Source: an optimization exercise on an open RTL-to-GDS flow (aim: small area). Production flows keep margins and buffers that such runs may drop. In this exercise RTL edits were held to simulation tests only and were not proved equivalent to the original. Power is estimated from default activity; no workload was simulated.

P:
==> flow/design.v (excerpt) <==
module reg_file #(
    parameter int unsigned WIDTH = 32,
    parameter int unsigned CNT_W = 16
) (
    input  logic             CLK,
    input  logic             RST_n,
    input  logic [4:0]       rs,
    input  logic [4:0]       rt,
    input  logic [4:0]       rd,
    input  logic             RegDst,
    input  logic             RegWre,
    input  logic             DBDataSrc,
    input  logic [WIDTH-1:0] result,
    input  logic [WIDTH-1:0] DataOut,
    input  logic [4:0]       DbgAddr,
    output logic [WIDTH-1:0] ReadData1,
    output logic [WIDTH-1:0] ReadData2,
    output logic [WIDTH-1:0] DbgData,
    output logic [WIDTH-1:0] WriteData,
    output logic [CNT_W-1:0] WrCount
);
    logic [WIDTH-1:0] regs_q [1:31];
    logic [WIDTH-1:0] regs_d [1:31];
    logic [31:1]      valid_q;
    logic [CNT_W-1:0] wr_count_q;
    logic [4:0]       write_reg;
    logic [31:1]      we;
    logic [31:1]      wen;
    logic             wr_en;
    assign write_reg = RegDst ? rd : rt;
    assign WriteData = DBDataSrc ? DataOut : result;
    always_comb begin
        for (int i = 1; i < 32; i++) begin
            we[i] = RegWre && (write_reg == 5'(i));
        end
    end
    assign wen   = ~we;
    assign wr_en = |we;
    for (genvar i = 1; i < 32; i++) begin : g_word
        for (genvar b = 0; b < WIDTH; b++) begin : g_bit
            rf_ao22 u_next (
                .we(we[i]), .wd(WriteData[b]), .wen(wen[i]), .q(regs_q[i][b]),
                .y (regs_d[i][b])
            );
        end
    end
    always_ff @(posedge CLK) begin
        for (int i = 1; i < 32; i++) begin
            regs_q[i] <= regs_d[i];
        end
    end
    always_ff @(posedge CLK or negedge RST_n) begin
        if (!RST_n) begin
            valid_q    <= '0;
            wr_count_q <= '0;
        end else begin
            valid_q <= valid_q | we;
  ...
For scale: about 1000 flip-flops, about 230 I/O pins, ~0.044 mm² of cells after synthesis.
clock: 8.0 ns
lec_check: 0
cap_margin: 20
core_margin: 2
core_utilization: 40
place_density: 0.6
slew_margin: 20
synth_hierarchical: 1
standard.sh (not shown) runs the stock make flow with config.mk's settings and CLKGATE_MAP_FILE= SYNTH_SCRIPT=/design/flow/synth_recipe.tcl, a recipe that flattens the netlist after the stock synthesis.
==> flow/flow/run.sh <==
#!/bin/bash
# Own layout flow: the standard ORFS flow (standard synthesis included), with
#  - the port buffers made of buf_1 cells instead of the default clkdlybuf4s50_1,
#  - clock tree synthesis with small clkbuf_4 cells, sized clusters and no dummy loads.
# Each tool's full output stays in orfs/logs/ (ORFS's per-step logs); make's own
# output goes to make_finish.log.
set -euo pipefail
bash standard.sh finish \
  "BUFFER_PORTS_ARGS=-buffer_cell sky130_fd_sc_hd__buf_1" \
  "CTS_ARGS=-sink_clustering_enable -repair_clock_nets -dont_use_dummy_load -buf_list sky130_fd_sc_hd__clkbuf_4 -sink_clustering_size 9 -sink_clustering_max_diameter 45" \
  > make_finish.log 2>&1
## Diff of input files: Q against P
- setting CELL_PAD_IN_SITES_DETAIL_PLACEMENT to 1 for the first time
- changing CAP_MARGIN from 20 to 5
- changing CORE_UTILIZATION from 40 to 30
- setting CELL_PAD_IN_SITES_GLOBAL_PLACEMENT to 2 for the first time
- changing PLACE_DENSITY from 0.6 to 0.4
- changing SLEW_MARGIN from 20 to 5
-- flow/flow/run.sh --
<<< P, line 9
  "BUFFER_PORTS_ARGS=-buffer_cell sky130_fd_sc_hd__buf_1" \
  "CTS_ARGS=-sink_clustering_enable -repair_clock_nets -dont_use_dummy_load -buf_list sky130_fd_sc_hd__clkbuf_4 -sink_clustering_size 9 -sink_clustering_max_diameter 45" \
  > make_finish.log 2>&1
>>> Q, line 9
  "BUFFER_PORTS_ARGS=-buffer_cell sky130_fd_sc_hd__buf_1" \
  "CTS_ARGS=-sink_clustering_enable -repair_clock_nets -dont_use_dummy_load -buf_list sky130_fd_sc_hd__clkbuf_4 -sink_clustering_size 12 -sink_clustering_max_diameter 40" \
  > make_finish.log 2>&1
==> run summary <==
In the reports for Q and P, the larger relative area of clock buffers and inverters in the final design belongs to Q.
Delta (Q minus P): number of nets at the end of the flow went up by 3.3%; worst-path maximum fanout shrank by 4; die area grew by about 33%; fraction of cell area in non-clock buffers shows an increase of 1.1 points; detailed-route wire length increased by 22% relative to the old numbers.


reg_file again, from the RTL that the note above started with.
Design reg_file, start of the top module:
module reg_file #(
    parameter int unsigned WIDTH = 32,
    parameter int unsigned CNT_W = 16
) (
    input  logic             CLK,
    input  logic             RST_n,
    input  logic [4:0]       rs,
    input  logic [4:0]       rt,
    input  logic [4:0]       rd,
    input  logic             RegDst,
    input  logic             RegWre,
    input  logic             DBDataSrc,
    input  logic [WIDTH-1:0] result,
    input  logic [WIDTH-1:0] DataOut,
    input  logic [4:0]       DbgAddr,
    output logic [WIDTH-1:0] ReadData1,
    output logic [WIDTH-1:0] ReadData2,
    output logic [WIDTH-1:0] DbgData,
    output logic [WIDTH-1:0] WriteData,
    output logic [CNT_W-1:0] WrCount
);
export LEC_CHECK = 0
export CAP_MARGIN = 20
export CORE_MARGIN = 2
export CORE_UTILIZATION = 45
export PLACE_DENSITY = 0.7
export SLEW_MARGIN = 20
export SYNTH_HIERARCHICAL = 1
create_clock -name core_clock -period 8.0 [get_ports {CLK}]
==> flow/flow/run.sh <==
#!/bin/bash
# Own layout flow: the standard ORFS flow (standard synthesis included), with
#  - the port buffers made of buf_1 cells instead of the default clkdlybuf4s50_1,
#  - clock tree synthesis with small clkbuf_4 cells, sized clusters and no dummy loads.
# Each tool's full output stays in orfs/logs/ (ORFS's per-step logs); make's own
# output goes to make_finish.log.
set -euo pipefail
bash standard.sh finish \
  "BUFFER_PORTS_ARGS=-buffer_cell sky130_fd_sc_hd__buf_1" \
  "CTS_ARGS=-sink_clustering_enable -repair_clock_nets -dont_use_dummy_load -buf_list sky130_fd_sc_hd__clkbuf_4 -sink_clustering_size 9 -sink_clustering_max_diameter 45" \
  > make_finish.log 2>&1
Next try:
--- a/flow/flow/run.sh
+++ b/flow/flow/run.sh
@@ -8,4 +8,4 @@
 bash standard.sh finish \
   "BUFFER_PORTS_ARGS=-buffer_cell sky130_fd_sc_hd__buf_1" \
-  "CTS_ARGS=-sink_clustering_enable -repair_clock_nets -dont_use_dummy_load -buf_list sky130_fd_sc_hd__clkbuf_4 -sink_clustering_size 9 -sink_clustering_max_diameter 45" \
+  "CTS_ARGS=-sink_clustering_enable -repair_clock_nets -dont_use_dummy_load -buf_list sky130_fd_sc_hd__clkbuf_4 -sink_clustering_size 10 -sink_clustering_max_diameter 35" \
   > make_finish.log 2>&1
Settings changed: CORE_UTILIZATION 45 to 40, PLACE_DENSITY 0.7 to 0.6.
Result: Critical path depth increases by 1; worst hold slack improves by 6.4 ps; design area increases by about 0.9%; worst setup slack improves by 61 ps; wire length increases by 0.68%; maximum frequency increases by about 0.9%; non-clock buffer count decreases by 1; global-route usage decreases by 4.2 points; synthesized cell count stays the same; cell count increases by 4.0%; clock-buffer cell count increases by 26.
Next try:
Settings changed: CORE_UTILIZATION 40 to 35, PLACE_DENSITY 0.6 to 0.45.
What happened: The new run completed with no timing, DRC or antenna violations; synthesized cell count is unchanged; first-iteration DRC count shrinks by 10%; routed wire length grows by 12%; core utilization shrinks by 5.0 points; worst setup slack gets better by 3.4 ps; clock skew grows by 19 ps; power grows by about 3.4%; final area grows by about 1.3%.

[re-timing with driven ports]
The results above use ideal ports. As a check the final layouts listed here were re-extracted and re-timed, cells and wires unchanged. Step 1, drivers: a clkbuf_16 drives CLK and a buf_2 each remaining input, both assumed. Step 2 also shifts input and output timing later by t, the mid clock arrival at the registers, as if the neighbouring blocks saw the same clock. a / b / c = ideal ports / drivers / drivers and shift; a / b = the first two.
run	shift t [ns]	slack for setup (ns)	hold WS [ns]	slew at the worst register clock pin (ns)
P	1.159	1.316 / 1.283 / 1.283	0.502 / 0.502 / 0.502	0.12 / 0.12
Q	1.251	1.259 / 1.236 / 1.236	0.503 / 0.471 / 0.503	0.12 / 0.12
the first run of note 2	1.171	1.212 / 1.171 / 1.171	0.495 / 0.495 / 0.495	0.12 / 0.12
the second run of note 2	1.202	1.273 / 1.219 / 1.219	0.501 / 0.501 / 0.501	0.12 / 0.12
the third run of note 2	1.243	1.276 / 1.255 / 1.255	0.488 / 0.480 / 0.488	0.10 / 0.10
After both steps setup and hold are still met in every run listed. For the second run of note 2, which loses most, drivers alone change the setup slack by -0.054 ns; drivers and shift together by -0.054 ns.
